Context: an optimization exercise on an open-source flow, tuned for small area and few clock cycles. The choices shown serve that exercise and are no tape-out recipe. At most, simulation tests tie the RTL to the original design; equivalence was not proved. For runs 6 and 7, only the layout was checked, not whether the RTL still works. Power and IR drop assume default switching activity.

==> flow/flow/run.sh <==
#!/bin/bash
# The standard layout, with two changes: synthesis keeps spq_ge2, two
# bits of the key compare's borrow chain, as a module of its own until the
# netlist is flattened, so each step maps to a few small gates; and the
# smallest buffer goes on every input and output port in place of the one the
# resizer would pick. The make output goes to standard.log; ORFS's own step
# logs stay under orfs/logs.
set -euo pipefail
export SYNTH_KEEP_MODULES=spq_ge2
export BUFFER_PORTS_ARGS="-buffer_cell sky130_fd_sc_hd__buf_1"
bash standard.sh > standard.log 2>&1
==> flow/standard.sh <==
#!/bin/bash
# synth_recipe.tcl (not shown) runs the flow's synth.tcl, then flattens the netlist and writes it again
# the make line also repeats each setting of config.mk as NAME=value (left out here)
make -C /OpenROAD-flow-scripts/flow DESIGN_CONFIG=/design/flow/config.mk WORK_HOME=/design/flow/orfs CLKGATE_MAP_FILE= SYNTH_SCRIPT=/design/flow/synth_recipe.tcl "${@:-finish}"
==> flow/config.mk <==
export PLATFORM = sky130hd
export DESIGN_NAME = sorted_priority_queue
export DESIGN_NICKNAME = sorted_priority_queue
export VERILOG_FILES = /design/flow/design.v
export SDC_FILE = /design/flow/constraint.sdc
export NUM_CORES = 4
export LEC_CHECK = 0
export CAP_MARGIN = 20
export CORE_MARGIN = 2
export CORE_UTILIZATION = 60
export CTS_BUF_LIST = sky130_fd_sc_hd__clkbuf_8
export CTS_CLUSTER_DIAMETER = 60
export CTS_CLUSTER_SIZE = 20
export SLEW_MARGIN = 20
==> flow/constraint.sdc <==
create_clock -name core_clock -period 5.0 [get_ports {clk}]
set_input_delay 1.0000 -clock core_clock [delete_from_list [all_inputs] [get_ports {clk}]]
set_output_delay 1.0000 -clock core_clock [all_outputs]
set_load 0.01 [all_outputs]
==> flow/design.v <==
package spq_pkg;
  localparam int DEPTH    = 16;
  localparam int KEY_BITS = 16;
  localparam int ID_BITS  = 16;
  localparam int OCC_BITS = 5;
  localparam int RANK_W   = 4;
  localparam logic [DEPTH-1:0] INJ_AT = 16'b1001_0100_1001_0100;
endpackage
module spq_cell (
  input  logic                         do_ins,
  input  logic                         pend,
  input  logic [spq_pkg::RANK_W-1:0]   pend_level,
  input  logic [spq_pkg::OCC_BITS-1:0] count,
  input  logic [spq_pkg::KEY_BITS-1:0] new_key_n,
  input  logic [spq_pkg::KEY_BITS-1:0] key,
  input  logic [spq_pkg::RANK_W-1:0]   level,
  input  logic                         raised,
  output logic                         free,
  output logic                         at_count,
  output logic                         below,
  output logic [spq_pkg::RANK_W-1:0]   level_next
);
  logic                       held;
  logic                       step;
  logic                       lv_lt;
  logic                       lv_eq;
  logic [spq_pkg::RANK_W-1:0] level_now;
  logic [spq_pkg::KEY_BITS/2:0] ge;
  assign ge[0] = 1'b1;
  for (genvar j = 0; j < spq_pkg::KEY_BITS / 2; j++) begin : g_cmp
    spq_ge2 u_ge2 (
      .a   (key[2*j+1:2*j]),
      .b_n (new_key_n[2*j+1:2*j]),
      .ci  (ge[j]),
      .co  (ge[j+1])
    );
  end
  always_comb begin
    lv_lt = 1'b0;
    lv_eq = 1'b1;
    for (int j = spq_pkg::RANK_W - 1; j >= 0; j--) begin
      lv_lt = lv_lt || (lv_eq && !level[j] && count[j]);
      lv_eq = lv_eq && (level[j] == count[j]);
    end
  end
  assign held       = pend || count[spq_pkg::OCC_BITS-1] || lv_lt;
  assign free       = !held;
  assign at_count   = lv_eq;
  assign below      = do_ins && held && !ge[spq_pkg::KEY_BITS/2];
  assign step       = raised || (do_ins && !held && at_count);
  assign level_now  = pend ? pend_level : level;
  assign level_next = level_now + spq_pkg::RANK_W'(step);
endmodule
module spq_ge2 (
  input  logic [1:0] a,
  input  logic [1:0] b_n,
  input  logic       ci,
  output logic       co
);
  logic m;
  assign m  = (a[0] & b_n[0]) | (a[0] & ci) | (b_n[0] & ci);
  assign co = (a[1] & b_n[1]) | (a[1] & m) | (b_n[1] & m);
endmodule
module sorted_priority_queue (
  input  logic          clk,
  input  logic          rst,
  input  logic          cmd_valid,
  output logic          cmd_ready,
  input  logic [32:0]   cmd,
  output logic          res_valid,
  input  logic          res_ready,
  output logic [22:0]   res
);
  localparam int N = spq_pkg::DEPTH;
  logic [spq_pkg::OCC_BITS-1:0] count;
  logic [1:0]                   kind;
  logic                         res_free;
  logic                         accept;
  logic                         is_ins;
  logic                         is_full;
  logic                         is_empty;
  logic                         can_ins;
  logic                         do_ins;
  logic                         do_rm;
  logic [N-1:0]                 free;
  logic [N-1:0]                 below;
  logic [N-1:0]                 raised;
  logic [N-1:0]                 at_count;
  logic [N-1:0]                 inject;
  logic [N-1:0]                 pend_q;
  logic [spq_pkg::RANK_W-1:0]   n_below;
  logic [spq_pkg::RANK_W-1:0]   pend_level;
  logic [spq_pkg::KEY_BITS-1:0] key        [N];
  logic [spq_pkg::ID_BITS-1:0]  id         [N];
  logic [spq_pkg::RANK_W-1:0]   level      [N];
  logic [spq_pkg::RANK_W-1:0]   level_next [N];
  logic [spq_pkg::ID_BITS-1:0]  removed_id;
  always_comb begin
    inject  = '0;
    can_ins = 1'b0;
    for (int i = 0; i < N; i++) begin
      if (spq_pkg::INJ_AT[i]) begin
        inject[i] = free[i] && !can_ins;
        can_ins   = can_ins || free[i];
      end
    end
  end
  assign res_free  = !res_valid || res_ready;
  assign is_ins    = !cmd[32];
  assign is_full   = count[spq_pkg::OCC_BITS-1];
  assign is_empty  = (count == '0);
  assign cmd_ready = res_free && (!is_ins || is_full || can_ins);
  assign accept    = cmd_valid && cmd_ready;
  assign do_ins    = accept && is_ins && !is_full;
  assign do_rm     = accept && !is_ins && !is_empty;
  always_comb begin
    n_below = '0;
    for (int i = 0; i < N; i++) n_below = n_below + spq_pkg::RANK_W'(raised[i]);
  end
  assign pend_level = spq_pkg::RANK_W'(count) - 1'b1 - n_below;
  for (genvar i = 0; i < N; i++) begin : g_cell
    localparam int NX = (i + 1) % N;
    logic pend;
    if (spq_pkg::INJ_AT[(i + N - 1) % N]) begin : g_pend
      assign pend = pend_q[i];
    end else begin : g_nopend
      assign pend = 1'b0;
    end
    spq_cell u_cell (
      .do_ins     (do_ins),
      .pend       (pend),
      .pend_level (pend_level),
      .count      (count),
      .new_key_n  (~cmd[31:16]),
      .key        (key[i]),
      .level      (level[i]),
      .raised     (raised[i]),
      .free       (free[i]),
      .below      (below[i]),
      .at_count   (at_count[i]),
      .level_next (level_next[i])
    );
    always_ff @(posedge clk) begin
      level[NX]  <= level_next[i];
      raised[NX] <= below[i];
    end
    if (spq_pkg::INJ_AT[i]) begin : g_inj
      always_ff @(posedge clk) begin
        if (do_ins && inject[i]) begin
          key[NX] <= cmd[31:16];
          id[NX]  <= cmd[15:0];
        end else begin
          key[NX] <= key[i];
          id[NX]  <= id[i];
        end
      end
    end else begin : g_pass
      always_ff @(posedge clk) begin
        key[NX] <= key[i];
        id[NX]  <= id[i];
      end
    end
  end
  always_ff @(posedge clk) begin
    for (int i = 0; i < N; i++) begin
      pend_q[(i + 1) % N] <= !rst && do_ins && inject[i];
    end
  end
  always_comb begin
    removed_id = '0;
    for (int i = 0; i < N; i++) begin
      if (at_count[i]) removed_id = removed_id | id[i];
    end
  end
  assign res = {kind[1] && !kind[0], kind[0] && !kind[1],
                (&kind) ? removed_id : spq_pkg::ID_BITS'(0), count};
  always_ff @(posedge clk) begin
    if (rst) begin
      count     <= '0;
      res_valid <= 1'b0;
    end else begin
      if (do_ins) count <= count + 1'b1;
      if (do_rm)  count <= count - 1'b1;
      if (accept) begin
        res_valid <= 1'b1;
      end else if (res_ready) begin
        res_valid <= 1'b0;
      end
    end
  end
  always_ff @(posedge clk) begin
    if (accept) begin
      kind <= is_ins ? {is_full, 1'b0} : {!is_empty, 1'b1};
    end
  end
endmodule
==> qor.yml, run 1 <==
placement:
  dp_slack_ps: 240
  port_buffers: 61
  dp_hpwl_um: 36900
  dp.cells: 2568
  gp_congestion: 0.850
yosys:
  yosysUniqueCellTypes: 62
  yosys.area.top_type: "dfxtp_1"
  ys_warn_count: 9
  synth_edf_count: 2
  synth-seq-cells: 606
  ys.flop_type: "dfxtp_1"
  syn_inst: 2033
  async_reset_ff_frac: 0
  synth_top_area_frac: 0.543
  synth_area_per_cell_um2: 10.9
  synth.area.top_cells: "dfxtp_1, mux2_2, ha_1"
  ys_seq_area_frac: 0.546
  netlist_area_mm2: 0.0223
timing:
  setup-tns-final_ps: 0
  fmax_mhz: 208
  skew_ps: 25.0
  slew_headroom: 0.246
  hold_violations: 0
  final.min_clock_period_ps: 4800
  grt_setup_unrepaired: "false"
  tightest_slew_ps: 1130
  setup_violations: 0
  period_share: 0.961
  worst_slack_ps: 195
  slew_viol_final: 0
pwr:
  finalPower_uw: 13700
  p_leak_uw: 0.00957
  vdd_ir_drop_max_uv: 350
  cellPowerDensity_mw_per_mm2: 568
floorplan:
  rows: 70
  die_h_um: 197
  io_pins: 62
  dieArea_mm2: 0.0387
  start_util: 0.608
  core_area_mm2: 0.0366
  die_x_um: 197
finish:
  seq_area_mm2: 0.0122
  fin_nets: 2260
  nFillCells: 2932
  drive_above_1_share: 0.152
  antennaDiodeCount: 0
  syn2layout_area_growth_pct: 8.34
  multi_input_area_mm2: 0.00967
  instances_no_fill: 2632
  final_core_util: 0.659
routing:
  wl_met2_um: 24900
  wl_per_cell_um: 21.2
  vias: 15894
  via_per_inst: 6.04
  routed_wl_um: 55900
  topRoutingLayerUsed: "met5"
  dr.pass1.iters: 8
  drc: 0
  ant_nets: 0
  drt_iter0_drc: 981
  met1_length_um: 25400
  met3WireLength_um: 3620
critical_path:
  critPathRequiredTime_ps: 5580
  crit_buf_inv: 3
  crit_chain: "fa_1, inv_1, fa_1, inv_1, ha_1, fa_1, fa_1, fa_1, inv_1, ha_1, xnor2_1, mux2i_1, nor2_1, xnor2_1"
  worstRegToRegCells: 14
  path_class: "reg2reg"
  cpMostUsedCell: "fa_1"
  critPathSlowestCell: "xnor2_1"
  cpLargestDelayFamily: "adder cells"
  worstSetupPathDepth: 14
  max_stage_delay_ps: 700
  crit_fanout: 6
  endpoint_kind: "register"
  cp-start-kind: "register"
  worstPathArrival_ps: 5380
clock_network:
  cts_sinks: 606
  cts_buffer_depth: 3
  hold_buffers: 0
  htree_levels: 2
  cts_tree: "yes"
  path_clk_slew_ps: 120
  ctsRootBufferMaster: "clkbuf_8"
  cts-buffers-inserted: 41
  clock_latency_ps: 650
global_route:
  gr-total-overflow: 0
  grt_pass1_vias: 15478
  grt_max_degree: 33
  antenna_found_initial: 1
  grt_pass1_wl_um: 86500
  grt_usage: 0.289
min_path:
  worstHoldPathType: "reg2reg"
  hold_depth: 0
flow_run:
  drv_cap: 0
status:
  status: "timing/DRC/antenna clean"
==> per-module statistics from Yosys (local to each module, per instance) <==
module / copies in the design / cells
spq_ge2: 128 / 4
sorted_priority_queue: 1 / 1521
==> worst reg2reg max path, stage by stage, from the launching register on <==
cell and delay, ps:
dfxtp_1 350, fa_1 560, inv_1 60, fa_1 480, inv_1 50, ha_1 200
fa_1 430, fa_1 490, fa_1 490, inv_1 40, ha_1 290, xnor2_1 700
mux2i_1 250, nor2_1 220, xnor2_1 140
==> area by class of cell <==
class,instances,area share
clock buffer,45,0.0257
clock inverter,18,0.00866
timing repair buffer,112,0.0262
inverter,66,0.0103
tap,468,0.0243
sequential,606,0.504
multi-input combinational,1317,0.401
==> Yosys cell counts (5+ instances only) <==
cell      instances
buf_2            18
ha_1             67
a22oi_1          13
and3_1            9
a31o_2           14
a21oi_1         139
inv_1            66
nand2_1         175
mux2_1           13
o22ai_1         133
nor2_1           22
o21ai_1         129
nor2b_1           9
mux2_2          188
a22o_1           35
xor2_1           15
buf_4             6
dfxtp_1         604
and4_1           19
a311oi_1          6
nand2b_1          8
buf_1             5
xnor2_1          67
nand3_1          17
a31oi_1          21
nor3_1           29
maj3_1            6
a222oi_1         22
clkbuf_1         42
o21ai_0          20
a221oi_1         36
fa_1             12
mux2i_1          18
==> kinds of logic (layout without fill, tap and decap cells) <==
kind of cell	Yosys count	count (layout)	share of synthesized area
AND/OR/NAND/NOR	309	309	0.0664
AO/OA/AOI/OAI	590	590	0.167
multiplexers	219	219	0.110
adder cells (fa/ha/maj)	85	85	0.0512
flip-flops	606	606	0.546
XOR/XNOR	82	82	0.0323
other	1	32	0.000168
buffers and inverters	141	241	0.0272
==> metrics by stage <==
step / cell area (µm²) / hold slack (ps)
after CTS: 24100 / 349
after global placement: 23300 / 332
after floorplan: 22400 / 330
after global routing: 24100 / 356
final: 24100 / 347
after detailed placement: 23300 / 337
==> final timing paths <==
kind              slack (ps)          end  startpoint
setup / recovery         200  level[6][3]   raised[3]
hold / removal           350    id[6][13]   id[5][13]
setup reg to reg         200  level[6][3]   raised[3]
hold reg to reg          350    id[6][13]   id[5][13]
==> routing by layer <==
layer	global-route usage	vias to the layer above
met2	0.460	456
met5	0	-
met3	0.0452	123
met4	0.116	2
met1	0.398	7665
li1	-	7648
==> sequential cells by signal, indices dropped and copies added (netlist names) <==
| signal | flops |
|---|---|
| raised | 16 |
| kind | 2 |
| id | 256 |
| res_valid | 1 |
| key | 256 |
| g_cell.pend | 6 |
| level | 64 |
| count | 5 |
==> what timing repair did <==
item | CTS | global route
buffers inserted | 0 | 0
endpoints found under the hold margin | 0 | 0
gates resized for setup | 0 | 1
endpoints found under the setup margin | 0 | 4
==> where the power goes <==
part	total (µW)	internal, µW	switching, µW
Clock	2590	1010	1580
Combinational	3660	1600	2060
Sequential	7450	6380	1070
Total	13700	8990	4710
==> placed cells by master (no fill, tap or decap), types with 15 or more instances in the layout <==
cell / count
ha_1: 67
nand3_1: 17
mux2i_1: 18
xnor2_1: 66
xor2_1: 15
nor3_1: 28
a222oi_1: 22
o21ai_0: 20
buf_1: 61
dfxtp_1: 604
nand2_1: 174
a221oi_1: 36
conb_1: 32
and4_1: 19
a22o_1: 35
a31oi_1: 21
nor2_1: 21
o22ai_1: 133
a21oi_1: 139
o21ai_1: 129
mux2_2: 188
clkbuf_8: 45
inv_1: 70
buf_4: 49
Testbench counts, summed over its fixed seeds: cycles 25,354.
==> run 2: changes to the inputs <==
--- a/flow/config.mk
+++ b/flow/config.mk
@@ -8,7 +8,6 @@
 export CAP_MARGIN = 20
 export CORE_MARGIN = 2
 export CORE_UTILIZATION = 60
-export CTS_BUF_LIST = sky130_fd_sc_hd__clkbuf_8
-export CTS_CLUSTER_DIAMETER = 60
-export CTS_CLUSTER_SIZE = 20
+export CTS_CLUSTER_DIAMETER = 100
+export CTS_CLUSTER_SIZE = 30
 export SLEW_MARGIN = 20
==> qor.yml, run 2 <==
yosys:
  yosys.area.top_type: "dfxtp_1"
  synth_top_area_frac: 0.543  # unchanged
  synth_edf_count: 2  # unchanged
  synth_area_per_cell_um2: 10.9  # unchanged
  async_reset_ff_frac: 0  # unchanged
  yosysMostFrequentCell: "dfxtp_1"
  ys.flop_type: "dfxtp_1"
  ys_seq_area_frac: 0.546  # unchanged
  synth-seq-cells: 606  # unchanged
  synth.area.top_cells: "dfxtp_1, mux2_2, ha_1"
  ys_warn_count: 9  # unchanged
  syn_inst: 2033  # unchanged
  netlist_area_mm2: 0.0223  # unchanged
  yosysUniqueCellTypes: 62  # unchanged
  synth_common_cells: "dfxtp_1, mux2_2, nand2_1"
placement:
  gp_congestion: 0.850  # unchanged
  dp.cells: 2568  # unchanged
  port_buffers: 61  # unchanged
  place_area_mm2: 0.0233  # unchanged
  dp_hpwl_um: 36900  # unchanged
global_route:
  grt_pass1_vias: 15348  # -0.84%
  antenna_found_initial: 1  # unchanged
  grt_pass1_wl_um: 85700  # -0.87%
  grt_usage: 0.284  # -0.00557
  grt_max_degree: 33  # unchanged
  gr-total-overflow: 0  # unchanged
timing:
  period_share: 0.954  # -0.00681
  fmax_mhz: 210  # +0.71%
  hold_violations: 0  # unchanged
  slew_viol_final: 0  # unchanged
  setup-tns-final_ps: 0  # unchanged
  tightest_slew_ps: 1130  # +1.91 ps
  setup_violations: 0  # unchanged
  grt_setup_unrepaired: "false"
  final.min_clock_period_ps: 4770  # -34.0 ps
  slew_headroom: 0.245  # -0.00127
  skew_ps: 17.7  # -7.30 ps
clock_network:
  ctsRootBufferMaster: "clkbuf_16"
  cts_tree: "yes"
  post_cts_buffers: 0  # unchanged
  htree_levels: 1  # -1
  path_clk_slew_ps: 110  # about the same
  cts_sinks: 606  # unchanged
  cts_buffer_depth: 3  # unchanged
  clock_latency_ps: 590  # -60 ps
  cts-buffers-inserted: 24  # -41%
floorplan:
  start_util: 0.608  # unchanged
  rows: 70  # unchanged
  die_x_um: 197  # unchanged
  die_h_um: 197  # unchanged
  core_area_mm2: 0.0366  # unchanged
  dieArea_mm2: 0.0387  # unchanged
  io_pins: 62  # unchanged
finish:
  fin_area_mm2: 0.0240  # -0.67%
  instances_no_fill: 2597  # -1.3%
  seq_area_mm2: 0.0122  # unchanged
  mostFrequentLayoutCell: "dfxtp_1"
  multi_input_area_mm2: 0.00967  # unchanged
  final_cell_mix: "dfxtp_1, mux2_2, nand2_1, a21oi_1, o22ai_1"
  reg_top3: "id (256), key (256), level (64)"
  antennaDiodeCount: 0  # unchanged
  syn2layout_area_growth_pct: 7.62
  fin_nets: 2243  # -0.75%
  nFillCells: 2934  # +0.068%
  drive_above_1_share: 0.140  # -0.0121
pwr:
  p_leak_uw: 0.00946  # -1.1%
  vdd_ir_drop_max_uv: 364  # +4.0%
  finalPower_uw: 13500  # -1.7%
  cellPowerDensity_mw_per_mm2: 562  # -1.1%
routing:
  vias: 15711  # -1.2%
  drc: 0  # unchanged
  drt_iter0_drc: 961  # -2.0%
  dr.pass1.iters: 5  # -3
  routed_wl_um: 55400  # -0.89%
  wl_per_cell_um: 21.3  # +0.45%
  ant_nets: 0  # unchanged
  via_per_inst: 6.05  # +0.18%
critical_path:
  r2r_start: "raised[3]"
  rr_endpoint: "level[6][3]"
  worstPathArrival_ps: 5290  # -90 ps
  path_class: "reg2reg"
  critPathRequiredTime_ps: 5520  # -60 ps
  cpMostUsedCell: "fa_1"
  crit_fanout: 6  # unchanged
  worstRegToRegCells: 14  # unchanged
  crit_chain: "fa_1, inv_1, fa_1, inv_1, ha_1, fa_1, fa_1, fa_1, inv_1, ha_1, xnor2_1, mux2i_1, nor2_1, xnor2_1"
  endpoint_kind: "register"
  max_stage_delay_ps: 680  # -20 ps
  critPathSlowestCell: "xnor2_1"
  cp-start-kind: "register"
  ff2ff_setup_slack_ps: 230  # +30 ps
status:
  status: "timing/DRC/antenna clean"
min_path:
  holdCritStartpoint: "id[11][5]"
  hold_depth: 0  # unchanged
  worstHoldPathType: "reg2reg"
  hold_end: "id[12][5]"
flow_run:
  drv_cap: 0  # unchanged
## run 2: cells by family after synthesis
| logic type | count (synthesis) | synth area share |
|---|---|---|
| and+or+nand+nor | 309 | 0.0664 |
| other | 1 | 0.000168 |
| xor gates and xnor gates | 82 | 0.0323 |
| muxes | 219 | 0.110 |
| buffers and inverters | 141 | 0.0272 |
| AOI/OAI and AO/OA | 590 | 0.167 |
| DFF | 606 | 0.546 |
| adders and majority gates | 85 | 0.0512 |
## run 2: modules after synthesis, one instance, submodules excluded
module	cells	copies in the design	flops+latches
spq_ge2	4	128	0
sorted_priority_queue	1521	1	606
## run 2: timing repair
action,4_1_cts,5_1_grt
gates resized for setup,0,1
hold buffers,0,0
setup endpoints to repair,0,1
## run 2: worst max-delay path: cells and delay by family (launching register included)
family	cells	cell delay, ps
XOR/XNOR	2	820
adder cells (fa/ha/maj)	7	2940
buffers and inverters	3	150
flip-flops	1	350
multiplexers	1	250
AND/OR/NAND/NOR	1	220
## run 2: worst max path at each step
stage / start / endpoint / cells past startpoint
final: raised[3] / level[6][3] / 14
after global routing: raised[3] / level[1][3] / 14
after CTS: raised[3] / level[6][3] / 14
after detailed placement: raised[3] / level[6][3] / 14
after global placement: raised[3] / level[14][3] / 14
after floorplan: raised[3] / level[12][3] / 15
## run 2: cell type report
type                    count  share of cell area
clock buffers              25              0.0261
repair buffers            112              0.0264
multi-input cells        1317               0.404
clock inverters             3             0.00172
well taps                 468              0.0244
inverters                  66              0.0103
flip-flops and latches    606               0.507
## run 2: per-stage QoR
step                      setup WS (ps)   util  hold WS, ps
after CTS                           212  0.654          357
final                               229  0.654          351
after global routing               8.03  0.654          362
after global placement              297  0.635          332
after floorplan                     760      -          330
after detailed placement            240  0.635          337
## run 2: layer usage
metal / up-vias / wire, µm / GRT usage
li1: 7589 / - / -
met1: 7644 / 25400 / 0.391
met2: 375 / 25200 / 0.464
met3: 101 / 2960 / 0.0373
met4: 2 / 1800 / 0.0955
met5: - / 13 / 0
## run 2: report_power, final
| part | total, µW | leakage [µW] | internal (µW) | switching [µW] |
|---|---|---|---|---|
| Combinational | 3660 | 0.00408 | 1600 | 2060 |
| Clock | 2360 | 0.000326 | 917 | 1440 |
| Sequential | 7450 | 0.00505 | 6380 | 1070 |
| Total | 13500 | 0.00946 | 8900 | 4570 |
==> run 3: changes to the inputs <==
--- a/flow/config.mk
+++ b/flow/config.mk
@@ -7,7 +7,7 @@
 export LEC_CHECK = 0
 export CAP_MARGIN = 20
 export CORE_MARGIN = 2
-export CORE_UTILIZATION = 60
+export CORE_UTILIZATION = 70
 export CTS_CLUSTER_DIAMETER = 100
 export CTS_CLUSTER_SIZE = 30
 export SLEW_MARGIN = 20
==> qor.yml, run 3 <==
clock_network:
  cts_sinks: 606  # unchanged
  cts-buffers-inserted: 24  # unchanged
  clock_latency_ps: 590  # about the same
  post_cts_resized: 0  # unchanged
  path_clk_slew_ps: 110  # about the same
  hold_buffers: 0  # unchanged
  post_cts_buffers: 0  # unchanged
  htree_levels: 1  # unchanged
  ctsRootBufferMaster: "clkbuf_16"
  cts_tree: "yes"
  cts_buffer_depth: 3  # unchanged
yosys:
  ys_warn_count: 9  # unchanged
  synth_compound_area_frac: 0.167  # unchanged
  synth_top_area_frac: 0.543  # unchanged
  synth_top_family_by_area: "compound AO/OA/AOI/OAI gates"
  synth_adder_area_share: 0.0512  # unchanged
  synth.area.top_cells: "dfxtp_1, mux2_2, ha_1"
  yosys.area.top_type: "dfxtp_1"
  netlist_area_mm2: 0.0223  # unchanged
  synth-seq-cells: 606  # unchanged
  syn_inst: 2033  # unchanged
  ys.flop_type: "dfxtp_1"
  async_reset_ff_frac: 0  # unchanged
  yosysMostFrequentCell: "dfxtp_1"
  ys_seq_area_frac: 0.546  # unchanged
  synthMuxAreaShare: 0.110  # unchanged
  synth_edf_count: 2  # unchanged
  synth_area_per_cell_um2: 10.9  # unchanged
  yosysUniqueCellTypes: 62  # unchanged
  synthXorXnorAreaFrac: 0.0323  # unchanged
  synth-simple-area-share: 0.0664  # unchanged
  synth_common_cells: "dfxtp_1, mux2_2, nand2_1"
timing:
  slew_headroom: 0.281  # +0.0362
  slew_viol_final: 0  # unchanged
  tightest_slew_ps: 1070  # -64.1 ps
  hold_violations: 0  # unchanged
  period_share: 0.968  # +0.0139
  setup-tns-final_ps: 0  # unchanged
  grt_setup_unrepaired: "false"
  setup_violations: 0  # unchanged
  final.min_clock_period_ps: 4840  # +69.5 ps
  skew_ps: 20.1  # +2.38 ps
  fmax_mhz: 207  # -1.4%
finish:
  multi_input_area_mm2: 0.00966  # about the same
  nFillCells: 2226  # -24%
  reg_top3: "id (256), key (256), level (64)"
  seq_area_mm2: 0.0122  # unchanged
  syn2layout_area_growth_pct: 6.96
  final_core_util: 0.758  # +0.104
  final_cell_mix: "dfxtp_1, mux2_2, nand2_1, a21oi_1, o22ai_1"
  fin_nets: 2235  # -0.36%
  drive_above_1_share: 0.136  # -0.00419
  mostFrequentLayoutCell: "dfxtp_1"
routing:
  dr.pass1.iters: 5  # unchanged
  via_per_inst: 6.36  # +5.2%
  vias: 16062  # +2.2%
  ant_nets: 0  # unchanged
  wl_per_cell_um: 21.6  # +1.1%
  met3WireLength_um: 3650  # +23%
  drc: 0  # unchanged
  met1_length_um: 23800  # -6.2%
  drt_iter0_drc: 1314  # +37%
  wl_met2_um: 25100  # -0.44%
  topRoutingLayerUsed: "met5"
  routed_wl_um: 54400  # -1.8%
floorplan:
  io_pins: 62  # unchanged
  rows: 65  # -7.1%
  core_area_mm2: 0.0314  # -14%
  die_h_um: 182  # -7.3%
  dieArea_mm2: 0.0332  # -14%
  die_x_um: 182  # -7.3%
  start_util: 0.709  # +0.101
critical_path:
  max_stage_delay_ps: 630  # -50 ps
  r2r_start: "raised[3]"
  critPathRequiredTime_ps: 5480  # -40 ps
  cpLargestDelayFamily: "adder cells"
  crit_fanout: 6  # unchanged
  critPathSlowestCell: "xnor2_1"
  rr_endpoint: "level[9][3]"
  crit_buf_inv: 3  # unchanged
  worstRegToRegCells: 15  # +1
  crit_chain: "fa_1, inv_1, fa_1, inv_1, ha_1, fa_1, fa_1, fa_1, inv_1, ha_1, a21oi_1, xnor2_1, xnor2_1, mux2i_1, xnor2_1"
  ff2ff_setup_slack_ps: 160  # -70 ps
  endpoint_kind: "register"
  cp-start-kind: "register"
  worstPathArrival_ps: 5320  # +30 ps
  path_class: "reg2reg"
  cpMostUsedCell: "fa_1"
min_path:
  worstHoldPathType: "reg2reg"
  hold_end: "id[4][1]"
  hold_depth: 0  # unchanged
  holdCritStartpoint: "id[3][1]"
pwr:
  vdd_ir_drop_max_uv: 437  # +20%
  cellPowerDensity_mw_per_mm2: 566  # +0.68%
  p_leak_uw: 0.00942  # -0.44%
placement:
  port_buffers: 61  # unchanged
  dp_hpwl_um: 36000  # -2.4%
  gp_congestion: 0.905  # +6.4%
global_route:
  grt_pass1_wl_um: 85800  # +0.10%
  grt_usage: 0.325  # +0.0412
  grt_max_degree: 34  # +3.0%
  grt_pass1_vias: 15812  # +3.0%
  gr-total-overflow: 0  # unchanged
  antenna_found_initial: 2  # +1
flow_run:
  drv_cap: 0  # unchanged
status:
  status: "timing/DRC/antenna clean"
-- run 3: where the power goes --
| group | switching [µW] | internal, µW | leakage [µW] |
|---|---|---|---|
| logic | 2070 | 1590 | 0.00405 |
| clock network | 1460 | 895 | 0.000322 |
| registers | 1080 | 6380 | 0.00505 |
-- run 3: cell families after synthesis --
logic type	after synthesis
other	1
buffers and inverters	141
flip-flops	606
multiplexers	219
AND/OR/NAND/NOR	309
XOR/XNOR	82
AO/OA/AOI/OAI	590
adder cells (fa/ha/maj)	85
-- run 3: per-module statistics from Yosys (local to each module, per instance) --
module	cells	times used	flip-flops and latches	area, µm²
sorted_priority_queue	1521	1	606	19700
spq_ge2	4	128	0	20.0
-- run 3: final cells by class --
class / count / area share
flip-flops and latches: 606 / 0.510
multi-input cells: 1317 / 0.406
clock buffers: 25 / 0.0254
repair buffers: 104 / 0.0240
well taps: 402 / 0.0211
inverters: 66 / 0.0104
clock inverters: 3 / 0.00263
diodes: 1 / 0.000105
-- run 3: layer usage --
| layer | up-vias | GRT usage |
|---|---|---|
| li1 | 7579 | - |
| met1 | 7789 | 0.444 |
| met3 | 147 | 0.0415 |
| met2 | 545 | 0.540 |
| met5 | - | 0 |
| met4 | 2 | 0.107 |
-- run 3: worst max path at each step --
stage	from	end	slack (ps)	depth (start not counted)
detailed placement	raised[3]	level[6][3]	200	15
global placement	raised[3]	level[14][3]	290	15
global route	raised[3]	level[9][3]	40	15
floorplan	raised[3]	level[12][3]	760	15
finish	raised[3]	level[9][3]	160	15
CTS	raised[3]	level[14][3]	200	15
-- run 3: per-stage QoR --
step                      std cells  setup slack [ps]  total power (µW)  cell area [µm²]  hold WS [ps]
after detailed placement       2494               195             11100            23100           336
final                          2524               160             13500            23800           346
after floorplan                2064               760              9720            22400           330
after CTS                      2522               200             13400            23800           352
after global routing           2523              43.6             14100            23800           360
after global placement         2494               293             10900            23100           332
==> run 4: changes to the inputs <==
--- a/flow/config.mk
+++ b/flow/config.mk
@@ -10,4 +10,5 @@
 export CORE_UTILIZATION = 70
 export CTS_CLUSTER_DIAMETER = 100
 export CTS_CLUSTER_SIZE = 30
+export PLACE_DENSITY = 0.8
 export SLEW_MARGIN = 20
==> qor.yml, run 4 <==
critical_path:
  cp-start-kind: "register"
  worstPathArrival_ps: 5240  # -80 ps
  crit_fanout: 6  # unchanged
  path_class: "reg2reg"
  ff2ff_setup_slack_ps: 280  # +120 ps
  worstRegToRegCells: 14  # -1
  r2r_start: "raised[3]"
  critPathRequiredTime_ps: 5510  # +30 ps
  rr_endpoint: "level[12][3]"
  endpoint_kind: "register"
timing:
  slew_viol_final: 0  # unchanged
  setup_violations: 0  # unchanged
  worst_slack_ps: 276  # +117 ps
  skew_ps: 23.1  # +2.97 ps
  setup-tns-final_ps: 0  # unchanged
  grt_setup_unrepaired: "false"
  fmax_mhz: 212  # +2.5%
  period_share: 0.945  # -0.0233
  final.min_clock_period_ps: 4720  # -117 ps
  slew_headroom: 0.293  # +0.0120
  hold_violations: 0  # unchanged
  tightest_slew_ps: 1060  # -8.11 ps
yosys:
  synth_edf_count: 2  # unchanged
  netlist_area_mm2: 0.0223  # unchanged
  ys_warn_count: 9  # unchanged
  synth_adder_area_share: 0.0512  # unchanged
  synth_top_area_frac: 0.543  # unchanged
  yosysUniqueCellTypes: 62  # unchanged
  synth.area.top_cells: "dfxtp_1, mux2_2, ha_1"
  syn_inst: 2033  # unchanged
  yosysMostFrequentCell: "dfxtp_1"
  synthMuxAreaShare: 0.110  # unchanged
  synth_top_family_by_area: "compound AO/OA/AOI/OAI gates"
  ys_seq_area_frac: 0.546  # unchanged
  synth_compound_area_frac: 0.167  # unchanged
  ys.flop_type: "dfxtp_1"
  synth_common_cells: "dfxtp_1, mux2_2, nand2_1"
  yosys.area.top_type: "dfxtp_1"
  synth_area_per_cell_um2: 10.9  # unchanged
  synth-seq-cells: 606  # unchanged
  synthXorXnorAreaFrac: 0.0323  # unchanged
  synth-simple-area-share: 0.0664  # unchanged
  async_reset_ff_frac: 0  # unchanged
clock_network:
  hold_buffers: 0  # unchanged
  clock_latency_ps: 600  # about the same
  cts_tree: "yes"
  cts-buffers-inserted: 24  # unchanged
  htree_levels: 1  # unchanged
  path_clk_slew_ps: 110  # about the same
  post_cts_buffers: 0  # unchanged
  cts_sinks: 606  # unchanged
  ctsRootBufferMaster: "clkbuf_16"
  cts_buffer_depth: 3  # unchanged
flow_run:
  drv_cap: 0  # unchanged
placement:
  dp_hpwl_um: 36000  # about the same
  dp_slack_ps: 224  # +29.0 ps
  place_area_mm2: 0.0231  # about the same
  gp_congestion: 0.910  # +0.63%
  port_buffers: 61  # unchanged
pwr:
  vdd_ir_drop_max_uv: 399  # -8.5%
  p_leak_uw: 0.00942  # about the same
  finalPower_uw: 13500  # about the same
  cellPowerDensity_mw_per_mm2: 566  # about the same
routing:
  wl_met2_um: 25000  # -0.49%
  dr.pass1.iters: 5  # unchanged
  met1_length_um: 23600  # -1.0%
  routed_wl_um: 54100  # -0.62%
  met3WireLength_um: 3560  # -2.3%
  via_per_inst: 6.34  # -0.30%
  vias: 16001  # -0.38%
  topRoutingLayerUsed: "met4"
  wl_per_cell_um: 21.5  # -0.54%
  ant_nets: 0  # unchanged
  drt_iter0_drc: 1256  # -4.4%
  drc: 0  # unchanged
floorplan:
  rows: 65  # unchanged
  start_util: 0.709  # unchanged
  die_x_um: 182  # unchanged
  core_area_mm2: 0.0314  # unchanged
  dieArea_mm2: 0.0332  # unchanged
  io_pins: 62  # unchanged
  die_h_um: 182  # unchanged
min_path:
  holdCritStartpoint: "key[5][3]"
  worstHoldPathType: "reg2reg"
  hold_depth: 0  # unchanged
  hold_end: "key[6][3]"
global_route:
  grt_max_degree: 33  # -2.9%
  grt_pass1_wl_um: 85500  # -0.35%
  grt_pass1_vias: 15887  # +0.47%
  antenna_found_initial: 1  # -1
  grt_usage: 0.324  # -0.000999
  gr-total-overflow: 0  # unchanged
finish:
  syn2layout_area_growth_pct: 6.93  # about the same
  final_cell_mix: "dfxtp_1, mux2_2, nand2_1, a21oi_1, o22ai_1"
  mostFrequentLayoutCell: "dfxtp_1"
  drive_above_1_share: 0.136  # about the same
  fin_nets: 2234  # -0.045%
  reg_top3: "id (256), key (256), level (64)"
  fin_area_mm2: 0.0238  # about the same
status:
  status: "timing/DRC/antenna clean"
[run 4: cell counts after synthesis]
No cell type changed its count.
[run 4: worst max path at each step]
| stage | startpoint | endpoint | depth (start not counted) |
|---|---|---|---|
| after CTS | raised[3] | level[14][3] | 15 |
| after global routing | raised[3] | level[12][3] | 14 |
| after floorplan | raised[3] | level[12][3] | 15 |
| final | raised[3] | level[12][3] | 14 |
| after global placement | raised[3] | level[6][3] | 15 |
| after detailed placement | cmd[17] | raised[15] | 20 |
[run 4: power by group]
part           total (µW)  switching, µW  internal, µW
sequential           7470           1090          6380
combinational        3670           2080          1600
clock                2340           1450           893
[run 4: metal layers]
metal	up-vias	global-route usage
li1	7573	-
met4	0	0.115
met2	558	0.533
met3	126	0.0357
met5	-	0
met1	7744	0.447
[run 4: per-module statistics from Yosys (local to each module, per instance)]
module	cell area (µm²)	cells inside	flip-flops and latches	times used
sorted_priority_queue	19700	1521	606	1
spq_ge2	20.0	4	0	128
[run 4: cell families after synthesis]
family                   Yosys count
XOR/XNOR                          82
other                              1
buffers and inverters            141
adder cells (fa/ha/maj)           85
AND/OR/NAND/NOR                  309
flip-flops                       606
AO/OA/AOI/OAI                    590
multiplexers                     219
[run 4: what timing repair did]
action | 4_1_cts | 5_1_grt
gates resized for setup | 0 | 1
hold endpoints to repair | 0 | 0
setup endpoints to repair | 0 | 6
[run 4: cell type report]
class                      instances  area (µm²)
multi-input combinational       1317        9680
antenna                            1        2.50
fill                            2113        7590
tap                              402         503
sequential                       606       12200
timing repair buffer             103         557
inverter                          66         248
clock inverter                     3        56.3
clock buffer                      24         601
[run 4: stage by stage]
step | utilization | std cells | hold slack, ps
after global routing | 0.758 | 2521 | 358
final | 0.758 | 2522 | 348
after CTS | 0.757 | 2521 | 350
after detailed placement | 0.737 | 2494 | 337
after global placement | 0.737 | 2494 | 332
after floorplan | - | 2064 | 330
[run 4: worst max-delay path, cell delays in order, from the launching register on]
cell     delay [ps]
dfxtp_1         340
fa_1            570
inv_1            60
fa_1            470
inv_1            40
ha_1            190
fa_1            420
fa_1            480
fa_1            490
inv_1            40
ha_1            300
xnor2_1         650
mux2i_1         250
nor2_1          210
xnor2_1         140
==> run 5: changes to the inputs <==
--- a/flow/config.mk
+++ b/flow/config.mk
@@ -5,10 +5,10 @@
 export SDC_FILE = /design/flow/constraint.sdc
 export NUM_CORES = 4
 export LEC_CHECK = 0
-export CAP_MARGIN = 20
+export CAP_MARGIN = 5
 export CORE_MARGIN = 2
 export CORE_UTILIZATION = 70
 export CTS_CLUSTER_DIAMETER = 100
 export CTS_CLUSTER_SIZE = 30
 export PLACE_DENSITY = 0.8
-export SLEW_MARGIN = 20
+export SLEW_MARGIN = 5
==> qor.yml, run 5 <==
placement:
  gp_congestion: 0.910  # unchanged
  port_buffers: 61  # unchanged
  dp_hpwl_um: 36000  # unchanged
yosys:
  yosysMostFrequentCell: "dfxtp_1"
  synth-seq-cells: 606  # unchanged
  synth_edf_count: 2  # unchanged
  synth_top_area_frac: 0.543  # unchanged
  synth_compound_area_frac: 0.167  # unchanged
  synth_top_family_by_area: "compound AO/OA/AOI/OAI gates"
  async_reset_ff_frac: 0  # unchanged
  yosysUniqueCellTypes: 62  # unchanged
  yosys.area.top_type: "dfxtp_1"
  synth_area_per_cell_um2: 10.9  # unchanged
  netlist_area_mm2: 0.0223  # unchanged
  synthXorXnorAreaFrac: 0.0323  # unchanged
  synthMuxAreaShare: 0.110  # unchanged
  ys_warn_count: 9  # unchanged
  synth-simple-area-share: 0.0664  # unchanged
  synth_adder_area_share: 0.0512  # unchanged
  ys.flop_type: "dfxtp_1"
  ys_seq_area_frac: 0.546  # unchanged
  synth.area.top_cells: "dfxtp_1, mux2_2, ha_1"
  syn_inst: 2033  # unchanged
  synth_common_cells: "dfxtp_1, mux2_2, nand2_1"
timing:
  whs_ps: 349  # +0.917 ps
  period_share: 0.943  # -0.00186
  slew_viol_final: 0  # unchanged
  skew_ps: 24.3  # +1.27 ps
  slew_headroom: 0.205  # -0.0880
  grt_setup_unrepaired: "false"
  final.min_clock_period_ps: 4710  # -9.30 ps
  hold_violations: 0  # unchanged
  setup_violations: 0  # unchanged
  tightest_slew_ps: 1190  # +130 ps
  fmax_mhz: 212  # +0.20%
  setup-tns-final_ps: 0  # unchanged
critical_path:
  crit_chain: "fa_1, inv_1, fa_1, inv_1, ha_1, fa_1, fa_1, fa_1, inv_1, ha_1, xnor2_1, mux2i_1, nor2_1, xnor2_1"
  cp-start-kind: "register"
  worstSetupPathDepth: 14  # unchanged
  cpMostUsedCell: "fa_1"
  ff2ff_setup_slack_ps: 290  # about the same
  path_class: "reg2reg"
  crit_end: "level[12][3]"
  worstRegToRegCells: 14  # unchanged
  critPathLaunch: "raised[3]"
  cpLargestDelayFamily: "adder cells"
  critPathSlowestCell: "xnor2_1"
  critPathRequiredTime_ps: 5510  # about the same
  endpoint_kind: "register"
  worstPathArrival_ps: 5230  # about the same
  crit_fanout: 6  # unchanged
  crit_buf_inv: 3  # unchanged
  r2r_start: "raised[3]"
  rr_endpoint: "level[12][3]"
  max_stage_delay_ps: 650  # about the same
clock_network:
  cts-buffers-inserted: 24  # unchanged
  post_cts_buffers: 0  # unchanged
  cts_tree: "yes"
  cts_sinks: 606  # unchanged
  htree_levels: 1  # unchanged
  path_clk_slew_ps: 110  # about the same
  clock_latency_ps: 600  # about the same
  hold_buffers: 0  # unchanged
  ctsRootBufferMaster: "clkbuf_16"
  cts_buffer_depth: 3  # unchanged
finish:
  reg_top3: "id (256), key (256), level (64)"
  mostFrequentLayoutCell: "dfxtp_1"
  final_cell_mix: "dfxtp_1, mux2_2, nand2_1, a21oi_1, o22ai_1"
  drive_above_1_share: 0.136  # unchanged
  seq_area_mm2: 0.0122  # unchanged
  syn2layout_area_growth_pct: 6.87  # about the same
  fin_nets: 2234  # unchanged
  nFillCells: 2115  # +0.095%
  multi_input_area_mm2: 0.00967  # -0.13%
routing:
  drc: 0  # unchanged
  dr.pass1.iters: 7  # +2
  vias: 16028  # +0.17%
  wl_per_cell_um: 21.4  # about the same
  drt_iter0_drc: 1291  # +2.8%
  routed_wl_um: 54100  # about the same
  ant_nets: 0  # unchanged
  via_per_inst: 6.36  # +0.17%
floorplan:
  start_util: 0.709  # unchanged
  die_x_um: 182  # unchanged
  core_area_mm2: 0.0314  # unchanged
  io_pins: 62  # unchanged
  rows: 65  # unchanged
  die_h_um: 182  # unchanged
  dieArea_mm2: 0.0332  # unchanged
global_route:
  grt_pass1_wl_um: 85500  # unchanged
  antenna_found_initial: 1  # unchanged
  grt_usage: 0.324  # unchanged
  gr-total-overflow: 0  # unchanged
  grt_max_degree: 33  # unchanged
  grt_pass1_vias: 15887  # unchanged
flow_run:
  drv_cap: 0  # unchanged
min_path:
  worstHoldPathType: "reg2reg"
pwr:
  p_leak_uw: 0.00942  # about the same
  vdd_ir_drop_max_uv: 400  # about the same
  cellPowerDensity_mw_per_mm2: 566  # about the same
status:
  status: "timing/DRC/antenna clean"
==> run 5: cell counts after synthesis <==
No cell type changed its count.
==> run 5: cell families (layout without fill, tap and decap cells) <==
family	after synthesis	after routing
AO/OA/AOI/OAI	590	590
XOR/XNOR	82	82
adder cells (fa/ha/maj)	85	85
buffers and inverters	141	196
flip-flops	606	606
multiplexers	219	219
other	1	33
AND/OR/NAND/NOR	309	309
==> run 5: worst min path at each step <==
stage	from	end	slack, ps	cells past startpoint
after floorplan	id[11][2]	id[12][2]	330	0
after CTS	id[1][15]	id[2][15]	350	0
after detailed placement	id[13][10]	id[14][10]	340	0
final	key[5][3]	key[6][3]	350	0
after global placement	id[14][7]	id[15][7]	330	0
after global routing	id[1][7]	id[2][7]	360	0
==> run 5: cell type report <==
cell class,instances,share of cell area
flip-flops and latches,606,0.511
clock buffers,24,0.0252
diodes,1,0.000105
well taps,402,0.0211
multi-input cells,1317,0.406
clock inverters,3,0.00237
repair buffers,103,0.0234
inverters,66,0.0104
==> run 5: timing repair <==
| item | in CTS | in global routing |
|---|---|---|
| hold endpoints to repair | 0 | 0 |
| resized for setup | 0 | 1 |
| endpoints found under the setup margin | 0 | 6 |
==> run 5: layer usage <==
metal / vias up / track usage / share of wire
li1: 7573 / - / -
met1: 7794 / 0.447 / 0.44
met2: 539 / 0.533 / 0.46
met3: 122 / 0.0357 / 0.060
met4: 0 / 0.115 / 0.036
met5: - / 0 / 0
==> run 5: worst reg2reg max path, stage by stage, from the launching register on <==
cell and delay (ps):
dfxtp_1 340, fa_1 570, inv_1 60, fa_1 470, inv_1 40, ha_1 190
fa_1 420, fa_1 480, fa_1 490, inv_1 50, ha_1 300, xnor2_1 650
mux2i_1 250, nor2_1 210, xnor2_1 140
==> run 5: power breakdown <==
part / switching [µW] / internal [µW]
registers: 1090 / 6380
logic: 2070 / 1600
clock network: 1440 / 892
total: 4600 / 8870
==> run 5: Yosys stat by module (local to each module, per instance) <==
module	area, µm²	times used	flip-flops and latches
sorted_priority_queue	19700	1	606
spq_ge2	20.0	128	0
==> run 5: through the flow <==
stage	cell area [µm²]	utilization	total power, µW	instances	setup WS [ps]
2_1_floorplan	22400	-	9720	2064	760
6_report	23800	0.758	13500	2522	286
5_1_grt	23800	0.758	14100	2521	48.8
3_3_place_gp	23100	0.737	10900	2494	331
4_1_cts	23800	0.757	13400	2521	222
3_5_place_dp	23100	0.737	11100	2494	224
==> run 6: changes to the inputs <==
--- a/flow/design.v
+++ b/flow/design.v
@@ -26,8 +26,11 @@
   logic                       lv_eq;
   logic [spq_pkg::RANK_W-1:0] level_now;
   logic [spq_pkg::KEY_BITS/2:0] ge;
+  logic                         ge_b0;
   assign ge[0] = 1'b1;
-  for (genvar j = 0; j < spq_pkg::KEY_BITS / 2; j++) begin : g_cmp
+  assign ge_b0 = key[0] | new_key_n[0];
+  assign ge[1] = (key[1] & new_key_n[1]) | (key[1] & ge_b0) | (new_key_n[1] & ge_b0);
+  for (genvar j = 1; j < spq_pkg::KEY_BITS / 2; j++) begin : g_cmp
     spq_ge2 u_ge2 (
       .a   (key[2*j+1:2*j]),
       .b_n (new_key_n[2*j+1:2*j]),
==> flow/config.mk (replaced) <==
export PLATFORM = sky130hd
export DESIGN_NAME = sorted_priority_queue
export DESIGN_NICKNAME = sorted_priority_queue
export VERILOG_FILES = /design/flow/design.v
export SDC_FILE = /design/flow/constraint.sdc
export NUM_CORES = 4
export LEC_CHECK = 0
export CAP_MARGIN = 20
export CORE_MARGIN = 2
export CORE_UTILIZATION = 60
export CTS_CLUSTER_DIAMETER = 100
export CTS_CLUSTER_SIZE = 30
export SLEW_MARGIN = 20
==> qor.yml, run 6 <==
yosys:
  ys.flop_type: "dfxtp_1"
  synth_top_area_frac: 0.538  # -0.00520
  yosysMostFrequentCell: "dfxtp_1"
  synth.area.top_cells: "dfxtp_1, mux2_2, ha_1"
  netlist_area_mm2: 0.0225  # +0.97%
  ys_warn_count: 9  # unchanged
  syn_inst: 2007  # -1.3%
  synth_common_cells: "dfxtp_1, mux2_2, nand2_1"
  synth_edf_count: 2  # unchanged
  yosys.area.top_type: "dfxtp_1"
  yosysUniqueCellTypes: 74  # +19%
  async_reset_ff_frac: 0  # unchanged
  ys_seq_area_frac: 0.541  # -0.00523
  synth-seq-cells: 606  # unchanged
  synth_area_per_cell_um2: 11.2  # +2.3%
critical_path:
  cp-start-kind: "register"
  max_stage_delay_ps: 660  # about the same
  cpMostUsedCell: "fa_1"
  crit_fanout: 6  # unchanged
  ff2ff_setup_slack_ps: 300  # about the same
  crit_buf_inv: 3  # unchanged
  cpLargestDelayFamily: "adder cells"
  crit_chain: "fa_1, inv_1, fa_1, inv_1, ha_1, fa_1, fa_1, fa_1, inv_1, ha_1, xnor2_1, mux2i_1, nor2_1, xnor2_1"
  critPathSlowestCell: "xnor2_1"
  critPathRequiredTime_ps: 5510  # about the same
  r2r_start: "raised[3]"
  path_class: "reg2reg"
  rr_endpoint: "level[1][3]"
  worstRegToRegCells: 14  # unchanged
  endpoint_kind: "register"
  worstPathArrival_ps: 5210  # -20 ps
min_path:
  worstHoldPathType: "reg2reg"
  holdCritStartpoint: "id[9][13]"
  hold_depth: 0  # unchanged
  hold_end: "id[10][13]"
pwr:
  p_sw_frac: 0.342  # about the same
  sequentialPowerShare: 0.548  # -0.006
  p_leak_uw: 0.00948  # +0.67%
  p_int_uw: 8850  # -0.24%
  clkPwrFrac: 0.176  # +0.003
  vdd_ir_drop_max_uv: 354  # -11%
  cellPowerDensity_mw_per_mm2: 560  # -1.1%
  combinationalPowerShare: 0.276  # +0.004
  net-switching-power_uw: 4590  # -0.19%
global_route:
  met1_usage: 0.402  # -0.0459
  grt_util_met2: 0.462  # -0.0703
  antenna_found_initial: 2  # +1
  grt_use_met3: 0.0353  # -0.000379
  grt_pass1_vias: 15063  # -5.2%
  grt_max_degree: 40  # +21%
  grt_pass1_wl_um: 85900  # +0.52%
  grt.busiest_layer: "met2"
  gr-total-overflow: 0  # unchanged
  grt_usage: 0.283  # -0.0409
clock_network:
  cts_buffer_depth: 3  # unchanged
  cts-buffers-inserted: 24  # unchanged
  cts_tree: "yes"
  clock_latency_ps: 580  # -20 ps
  ctsRootBufferMaster: "clkbuf_16"
  cts_sinks: 606  # unchanged
  htree_levels: 1  # unchanged
  path_clk_slew_ps: 120  # about the same
timing:
  final.min_clock_period_ps: 4700  # -13.3 ps
  slew_headroom: 0.198  # -0.00724
  whs_ps: 345  # -4.23 ps
  slew_viol_final: 0  # unchanged
  hold_violations: 0  # unchanged
  setup_violations: 0  # unchanged
  setup-tns-final_ps: 0  # unchanged
  skew_ps: 23.7  # -0.646 ps
  period_share: 0.940  # -0.00265
  grt_setup_unrepaired: "false"
  fmax_mhz: 213  # +0.28%
  tightest_slew_ps: 1200  # +10.2 ps
finish:
  nFillCells: 2918  # +38%
  antennaDiodeCount: 0  # -1
  final_core_util: 0.652  # -0.106
  fin_nets: 2185  # -2.2%
  syn2layout_area_growth_pct: 6.76
  drive_above_1_share: 0.147  # +0.0104
  mostFrequentLayoutCell: "dfxtp_1"
  reg_top3: "id (256), key (256), level (64)"
  final_cell_mix: "dfxtp_1, mux2_2, nand2_1, o22ai_1, a21oi_1"
floorplan:
  io_pins: 62  # unchanged
  rows: 70  # +7.7%
  die_h_um: 198  # +8.3%
  start_util: 0.611  # -0.0981
  core_area_mm2: 0.0368  # +17%
  die_x_um: 198  # +8.3%
  dieArea_mm2: 0.0390  # +17%
routing:
  dr.pass1.iters: 5  # -2
  ant_nets: 0  # unchanged
  wl_per_cell_um: 21.8  # +1.9%
  drc: 0  # unchanged
  via_per_inst: 6.09  # -4.1%
  vias: 15468  # -3.5%
  routed_wl_um: 55500  # +2.6%
  drt_iter0_drc: 1029  # -20%
placement:
  port_buffers: 61  # unchanged
  gp_congestion: 0.867  # -4.8%
  dp_hpwl_um: 36600  # +1.6%
status:
  status: "timing/DRC/antenna clean"
flow_run:
  drv_cap: 0  # unchanged
[run 6: per-stage QoR]
step | instance area, µm² | power (µW) | setup WS, ps | cells
finish | 24000 | 13400 | 299 | 2539
CTS | 24000 | 13400 | 180 | 2539
floorplan | 22500 | 9680 | 761 | 2007
global placement | 23300 | 11000 | 306 | 2511
global route | 24000 | 14100 | 85.0 | 2539
detailed placement | 23300 | 11100 | 159 | 2511
[run 6: worst max-delay path by stage]
| stage | start | to | slack, ps | cells past startpoint |
|---|---|---|---|---|
| 6_report | raised[3] | level[1][3] | 300 | 14 |
| 3_3_place_gp | raised[3] | level[6][3] | 310 | 15 |
| 4_1_cts | raised[3] | level[1][3] | 180 | 15 |
| 5_1_grt | raised[3] | level[4][3] | 80 | 14 |
| 2_1_floorplan | raised[3] | level[12][3] | 760 | 15 |
| 3_5_place_dp | raised[3] | level[1][3] | 160 | 15 |
[run 6: layout make-up]
type	instances	area (µm²)	area share
tap	468	586	0.0244
sequential	606	12200	0.506
clock buffer	26	629	0.0262
timing repair buffer	106	592	0.0247
clock inverter	2	28.8	0.00120
inverter	67	251	0.0105
multi-input combinational	1264	9750	0.407
[run 6: worst reg2reg max path, cell delays in order, from the launching register on]
cell and delay [ps]:
dfxtp_1 350, fa_1 560, inv_1 50, fa_1 480
inv_1 40, ha_1 190, fa_1 480, fa_1 410
fa_1 510, inv_1 40, ha_1 300, xnor2_1 660
mux2i_1 240, nor2_1 190, xnor2_1 130
[run 6: layer usage]
layer	vias to the layer above	share of wire
li1	7439	-
met1	7537	0.47
met2	410	0.46
met3	80	0.053
met4	2	0.021
met5	-	0.00023
[run 6: per-module statistics from Yosys, one instance, submodules excluded]
| module | flops+latches | cells |
|---|---|---|
| spq_ge2 | 0 | 4 |
| sorted_priority_queue | 606 | 1559 |
[run 6: power by group through the flow]
stage          logic, µW  clock network, µW  registers [µW]
3_5_place_dp        3640                  0            7440
4_1_cts             3660               2420            7340
2_1_floorplan       2550                  0            7130
3_3_place_gp        3560                  0            7410
5_1_grt             4010               2570            7540
6_report            3710               2370            7360
[run 6: kinds of logic (layout without fill, tap and decap cells)]
kind of cell,after synthesis,in the layout,share of synthesized area
simple gates,323,323,0.0735
fa+ha+maj,101,101,0.0578
flops,606,606,0.541
buf+inv,137,201,0.0275
compound gates,547,547,0.160
xor+xnor,74,74,0.0288
mux,219,219,0.112
[run 6: what timing repair did]
action | 4_1_cts | 5_1_grt
buffers inserted | 0 | 0
hold buffers | 0 | 0
resized for setup | 0 | 1
hold endpoints to repair | 0 | 0
setup endpoints to repair | 0 | 3
==> run 7: changes to the inputs <==
--- a/flow/config.mk
+++ b/flow/config.mk
@@ -7,7 +7,8 @@
 export LEC_CHECK = 0
 export CAP_MARGIN = 20
 export CORE_MARGIN = 2
-export CORE_UTILIZATION = 60
+export CORE_UTILIZATION = 70
 export CTS_CLUSTER_DIAMETER = 100
 export CTS_CLUSTER_SIZE = 30
+export PLACE_DENSITY = 0.8
 export SLEW_MARGIN = 20
==> qor.yml, run 7 <==
yosys:
  async_reset_ff_frac: 0  # unchanged
  synth_adder_area_share: 0.0578  # unchanged
  synth_top_area_frac: 0.538  # unchanged
  yosys.area.top_type: "dfxtp_1"
  ys_seq_area_frac: 0.541  # unchanged
  synth_area_per_cell_um2: 11.2  # unchanged
  syn_inst: 2007  # unchanged
  synthMuxAreaShare: 0.112  # unchanged
  ys_warn_count: 9  # unchanged
  ys.flop_type: "dfxtp_1"
  synth_common_cells: "dfxtp_1, mux2_2, nand2_1"
  synth_top_family_by_area: "compound AO/OA/AOI/OAI gates"
  netlist_area_mm2: 0.0225  # unchanged
  synth_compound_area_frac: 0.160  # unchanged
  synthXorXnorAreaFrac: 0.0288  # unchanged
  synth_edf_count: 2  # unchanged
  yosysMostFrequentCell: "dfxtp_1"
  synth-seq-cells: 606  # unchanged
  synth-simple-area-share: 0.0735  # unchanged
  synth.area.top_cells: "dfxtp_1, mux2_2, ha_1"
  yosysUniqueCellTypes: 74  # unchanged
timing:
  period_share: 0.967  # +0.0270
  slew_viol_final: 0  # unchanged
  tightest_slew_ps: 996  # -204 ps
  grt_setup_unrepaired: "false"
  setup-tns-final_ps: 0  # unchanged
  worst_slack_ps: 164  # -135 ps
  slew_headroom: 0.334  # +0.137
  fmax_mhz: 207  # -2.8%
  skew_ps: 29.9  # +6.22 ps
  final.min_clock_period_ps: 4840  # +135 ps
  hold_violations: 0  # unchanged
  setup_violations: 0  # unchanged
critical_path:
  ff2ff_setup_slack_ps: 160  # -130 ps
  critPathLaunch: "raised[6]"
  crit_buf_inv: 1  # -2
  critPathSlowestCell: "xnor2_1"
  cpLargestDelayFamily: "adder cells"
  cpMostUsedCell: "fa_1"
  max_stage_delay_ps: 610  # -50 ps
  path_class: "reg2reg"
  crit_fanout: 6  # unchanged
  cp-start-kind: "register"
  worstRegToRegCells: 13  # -1
  critPathRequiredTime_ps: 5480  # -30 ps
  rr_endpoint: "level[12][3]"
  crit_chain: "fa_1, ha_1, fa_1, fa_1, fa_1, fa_1, inv_1, ha_1, a21oi_1, xnor2_1, xnor2_1, mux2i_1, xnor2_1"
  worstPathArrival_ps: 5310  # +100 ps
  endpoint_kind: "register"
  r2r_start: "raised[6]"
finish:
  drive_above_1_share: 0.142  # -0.00469
  final_cell_mix: "dfxtp_1, mux2_2, nand2_1, o22ai_1, a21oi_1"
  seq_area_mm2: 0.0122  # unchanged
  antennaDiodeCount: 0  # unchanged
  nFillCells: 2135  # -27%
  multi_input_area_mm2: 0.00973  # -0.24%
  mostFrequentLayoutCell: "dfxtp_1"
  syn2layout_area_growth_pct: 5.92
  fin_nets: 2176  # -0.41%
  reg_top3: "id (256), key (256), level (64)"
placement:
  port_buffers: 61  # unchanged
  dp_slack_ps: 242  # +83.2 ps
  dp_hpwl_um: 35800  # -2.1%
  gp_congestion: 0.876  # +1.1%
min_path:
  hold_end: "id[12][15]"
  holdCritStartpoint: "id[11][15]"
  worstHoldPathType: "reg2reg"
  hold_depth: 0  # unchanged
routing:
  drt_iter0_drc: 1267  # +23%
  wl_per_cell_um: 22.2  # +1.5%
  vias: 15767  # +1.9%
  drc: 0  # unchanged
  via_per_inst: 6.40  # +5.0%
  ant_nets: 0  # unchanged
  routed_wl_um: 54700  # -1.5%
  dr.pass1.iters: 8  # +3
clock_network:
  post_cts_buffers: 0  # unchanged
  post_cts_resized: 0  # unchanged
  hold_buffers: 0  # unchanged
  cts-buffers-inserted: 24  # unchanged
  clock_latency_ps: 610  # +30 ps
  path_clk_slew_ps: 120  # about the same
  cts_buffer_depth: 3  # unchanged
  cts_tree: "yes"
  ctsRootBufferMaster: "clkbuf_16"
  cts_sinks: 606  # unchanged
  htree_levels: 1  # unchanged
pwr:
  cellPowerDensity_mw_per_mm2: 563  # +0.51%
  p_leak_uw: 0.00943  # -0.52%
  vdd_ir_drop_max_uv: 402  # +14%
global_route:
  gr-total-overflow: 0  # unchanged
  grt_usage: 0.321  # +0.0379
  antenna_found_initial: 2  # unchanged
  grt_pass1_wl_um: 84900  # -1.3%
  grt_max_degree: 40  # unchanged
  grt_pass1_vias: 15548  # +3.2%
floorplan:
  io_pins: 62  # unchanged
  rows: 65  # -7.1%
  dieArea_mm2: 0.0336  # -14%
  die_x_um: 183  # -7.3%
  core_area_mm2: 0.0316  # -14%
  start_util: 0.712  # +0.101
  die_h_um: 183  # -7.3%
flow_run:
  drv_cap: 0  # unchanged
status:
  status: "timing/DRC/antenna clean"
run 7: layout make-up:
class,count,share of cell area
multi-input cells,1264,0.409
well taps,402,0.0211
repair buffers,97,0.0210
flip-flops and latches,606,0.510
inverters,67,0.0106
clock buffers,25,0.0254
clock inverters,3,0.00273
run 7: how the worst max path moves through the flow:
stage                         endpoint  slack (ps)  cells past startpoint
after global routing      level[12][3]          20                     15
after global placement     level[1][3]         370                     15
final                     level[12][3]         160                     13
after detailed placement  level[12][3]         240                     15
after CTS                 level[12][3]         200                     13
after floorplan           level[12][3]         760                     15
run 7: metal layers:
metal  vias up  global-route usage  part of all wire
met4         4               0.109             0.031
met1      7624               0.426              0.43
met2       589               0.536              0.46
met3       123              0.0528             0.074
li1       7427                   -                 -
met5         -                   0           0.00049
run 7: kinds of logic (layout without fill, tap and decap cells):
logic type               after synthesis  count (layout)
AND/OR/NAND/NOR                      323             323
adder cells (fa/ha/maj)              101             101
XOR/XNOR                              74              74
flip-flops                           606             606
multiplexers                         219             219
buffers and inverters                137             192
AO/OA/AOI/OAI                        547             547
run 7: stage by stage:
step	instance area (µm²)	cells	utilization	power, µW	hold WS, ps
finish	23800	2464	0.754	13400	343
global route	23800	2464	0.754	14000	342
CTS	23800	2464	0.754	13300	348
detailed placement	23100	2436	0.733	11000	329
global placement	23100	2436	0.733	10800	327
floorplan	22500	2007	-	9680	323
run 7: modules after synthesis, one instance, submodules excluded:
module	times used	flops+latches	cell area, µm²
spq_ge2	112	0	20.0
sorted_priority_queue	1	606	20200
run 7: worst reg2reg max path: stages, from the launching register on:
cell,delay [ps]
dfxtp_1,360
fa_1,450
ha_1,330
fa_1,570
fa_1,430
fa_1,400
fa_1,510
inv_1,40
ha_1,290
a21oi_1,190
xnor2_1,100
xnor2_1,610
mux2i_1,230
xnor2_1,190
run 7: report_power, final:
part | internal (µW) | switching (µW)
clock network | 896 | 1460
registers | 6340 | 1060
logic | 1560 | 2090
==> run 8: changes to the inputs <==
--- a/flow/design.v
+++ b/flow/design.v
@@ -144,7 +144,11 @@
       .level_next (level_next[i])
     );
     always_ff @(posedge clk) begin
-      level[NX]  <= level_next[i];
+      if (rst) begin
+        level[NX] <= '1;
+      end else begin
+        level[NX] <= level_next[i];
+      end
       raised[NX] <= below[i];
     end
     if (spq_pkg::INJ_AT[i]) begin : g_inj
==> qor.yml, run 8 <==
finish:
  multi_input_area_mm2: 0.00985  # +1.2%
  final_cell_mix: "dfxtp_1, mux2_2, nand2_1, a21oi_1, o22ai_1"
  reg_top3: "id (256), key (256), level (64)"
  mostFrequentLayoutCell: "dfxtp_1"
  syn2layout_area_growth_pct: 6.30
  seq_area_mm2: 0.0122  # unchanged
  drive_above_1_share: 0.150  # +0.00758
  fin_nets: 2251  # +3.4%
  nFillCells: 2174  # +1.8%
floorplan:
  dieArea_mm2: 0.0337  # +0.52%
  start_util: 0.714  # +0.00193
  die_h_um: 184  # +0.26%
  die_x_um: 184  # +0.26%
  core_area_mm2: 0.0316  # +0.26%
  rows: 65  # unchanged
  io_pins: 62  # unchanged
yosys:
  ys_warn_count: 9  # unchanged
  syn_inst: 2085  # +3.9%
  synth_edf_count: 2  # unchanged
  netlist_area_mm2: 0.0226  # +0.53%
  yosysUniqueCellTypes: 64  # -14%
  yosys.area.top_type: "dfxtp_1"
  ys.flop_type: "dfxtp_1"
  synth-seq-cells: 606  # unchanged
  synth_top_area_frac: 0.535  # -0.00283
  async_reset_ff_frac: 0  # unchanged
  synth_common_cells: "dfxtp_1, mux2_2, nand2_1"
  ys_seq_area_frac: 0.538  # -0.00284
  synth_area_per_cell_um2: 10.8  # -3.2%
  synth.area.top_cells: "dfxtp_1, mux2_2, ha_1"
  yosysMostFrequentCell: "dfxtp_1"
routing:
  drc: 0  # unchanged
  dr.pass1.iters: 5  # -3
  vias: 16084  # +2.0%
  routed_wl_um: 53500  # -2.1%
  ant_nets: 0  # unchanged
  wl_per_cell_um: 21.1  # -5.0%
  drt_iter0_drc: 1217  # -3.9%
  via_per_inst: 6.33  # -1.1%
timing:
  slew_viol_final: 0  # unchanged
  fmax_mhz: 215  # +4.2%
  setup_violations: 0  # unchanged
  final.min_clock_period_ps: 4640  # -193 ps
  skew_ps: 33.5  # +3.61 ps
  hold_violations: 0  # unchanged
  period_share: 0.929  # -0.0387
  tightest_slew_ps: 1100  # +108 ps
  setup-tns-final_ps: 0  # unchanged
  grt_setup_unrepaired: "false"
  slew_headroom: 0.264  # -0.0704
placement:
  dp_hpwl_um: 35800  # -0.13%
  gp_congestion: 0.862  # -1.6%
  port_buffers: 61  # unchanged
clock_network:
  ctsRootBufferMaster: "clkbuf_16"
  post_cts_resized: 0  # unchanged
  cts-buffers-inserted: 24  # unchanged
  cts_tree: "yes"
  htree_levels: 1  # unchanged
  hold_buffers: 0  # unchanged
  cts_buffer_depth: 3  # unchanged
  cts_sinks: 606  # unchanged
  clock_latency_ps: 600  # about the same
  path_clk_slew_ps: 110  # about the same
  post_cts_buffers: 0  # unchanged
pwr:
  cellPowerDensity_mw_per_mm2: 402  # -29%
  vdd_ir_drop_max_uv: 374  # -6.9%
  finalPower_uw: 9650  # -28%
  p_leak_uw: 0.00944  # about the same
global_route:
  grt_pass1_wl_um: 83600  # -1.4%
  antenna_found_initial: 2  # unchanged
  gr-total-overflow: 0  # unchanged
  grt_max_degree: 50  # +25%
  grt_pass1_vias: 15408  # -0.90%
  grt_usage: 0.313  # -0.00797
critical_path:
  path_class: "reg2reg"
  cp-start-kind: "register"
  endpoint_kind: "register"
  crit_fanout: 6  # unchanged
  worstPathArrival_ps: 5120  # -190 ps
  critPathRequiredTime_ps: 5470  # about the same
min_path:
  worstHoldPathType: "reg2reg"
flow_run:
  drv_cap: 0  # unchanged
status:
  status: "timing/DRC/antenna clean"
==> run 8: changes by cell type in the layout (fill, tap and decap cells not counted), moves of 8 or more <==
cell,change
mux2_4,-20
nor2b_1,-8
mux2_2,+14
nand2_1,+9
or2_2,+31
o21ai_0,+16
nand2b_1,+30
buf_4,+11
xnor2_1,+11
mux2_1,-9
==> run 8: path summary, 6_finish.rpt <==
path	slack (ps)	start	endpoint	cells past startpoint
min reg2reg	350	key[11][0]	key[12][0]	0
min	350	key[11][0]	key[12][0]	0
max reg2reg	360	raised[3]	level[1][3]	15
max	360	raised[3]	level[1][3]	15
==> run 8: power by group <==
group          internal [µW]  total [µW]  switching, µW
Sequential              5520        5960            441
Clock                    910        2350           1440
Combinational            596        1330            731
==> run 8: kinds of logic (layout without fill, tap and decap cells) <==
family / Yosys count / after routing / share of synthesized area
flops: 606 / 606 / 0.538
buf+inv: 146 / 199 / 0.0280
other cells: 0 / 1 / 0
mux: 203 / 203 / 0.100
compound gates: 557 / 557 / 0.157
xor+xnor: 82 / 82 / 0.0324
simple gates: 389 / 389 / 0.0866
fa+ha+maj: 102 / 102 / 0.0579
==> run 8: final cells by class <==
class                      count  share of cell area
sequential                   606               0.506
multi-input combinational   1333               0.410
clock buffer                  26              0.0257
timing repair buffer         109              0.0251
tap                          402              0.0209
inverter                      61             0.00953
clock inverter                 3             0.00240
antenna                        1            0.000104
==> run 8: per-layer routing <==
layer,vias up,part of all wire,global-route usage
met5,-,0,0
met4,0,0.029,0.0944
met3,101,0.062,0.0357
met2,535,0.46,0.509
met1,7805,0.45,0.442
li1,7643,-,-
==> run 8: modules after synthesis (local to each module, per instance) <==
module                 flip-flops and latches  copies in the design  cells
sorted_priority_queue                     606                     1   1637
spq_ge2                                     0                   112      4
==> run 8: worst max-delay path, stage by stage (launching register included) <==
cell	delay, ps
dfxtp_1	350
fa_1	570
inv_1	60
fa_1	490
inv_1	50
ha_1	180
fa_1	410
fa_1	480
fa_1	500
inv_1	40
ha_1	300
a21oi_1	180
xnor3_1	460
mux2i_1	240
xor2_1	170
nand2b_1	70
==> run 8: metrics by stage <==
step	setup WS [ps]	util	std cells	hold WS [ps]	instance area, µm²
finish	357	0.759	2541	353	24000
global route	155	0.759	2540	360	24000
CTS	349	0.759	2540	353	24000
detailed placement	353	0.738	2511	332	23300
global placement	498	0.738	2511	326	23300
floorplan	673	-	2085	323	22600
Testbench counts of run 8, summed over its fixed seeds: cycles 25,354.

Setup slack of run 8, layout unchanged: 0.357 ns with ideal ports, 0.357 ns with driving cells assumed (clock clkbuf_16, inputs buf_2), 0.357 ns with port delays also shifted by the 0.633 ns mid clock arrival.
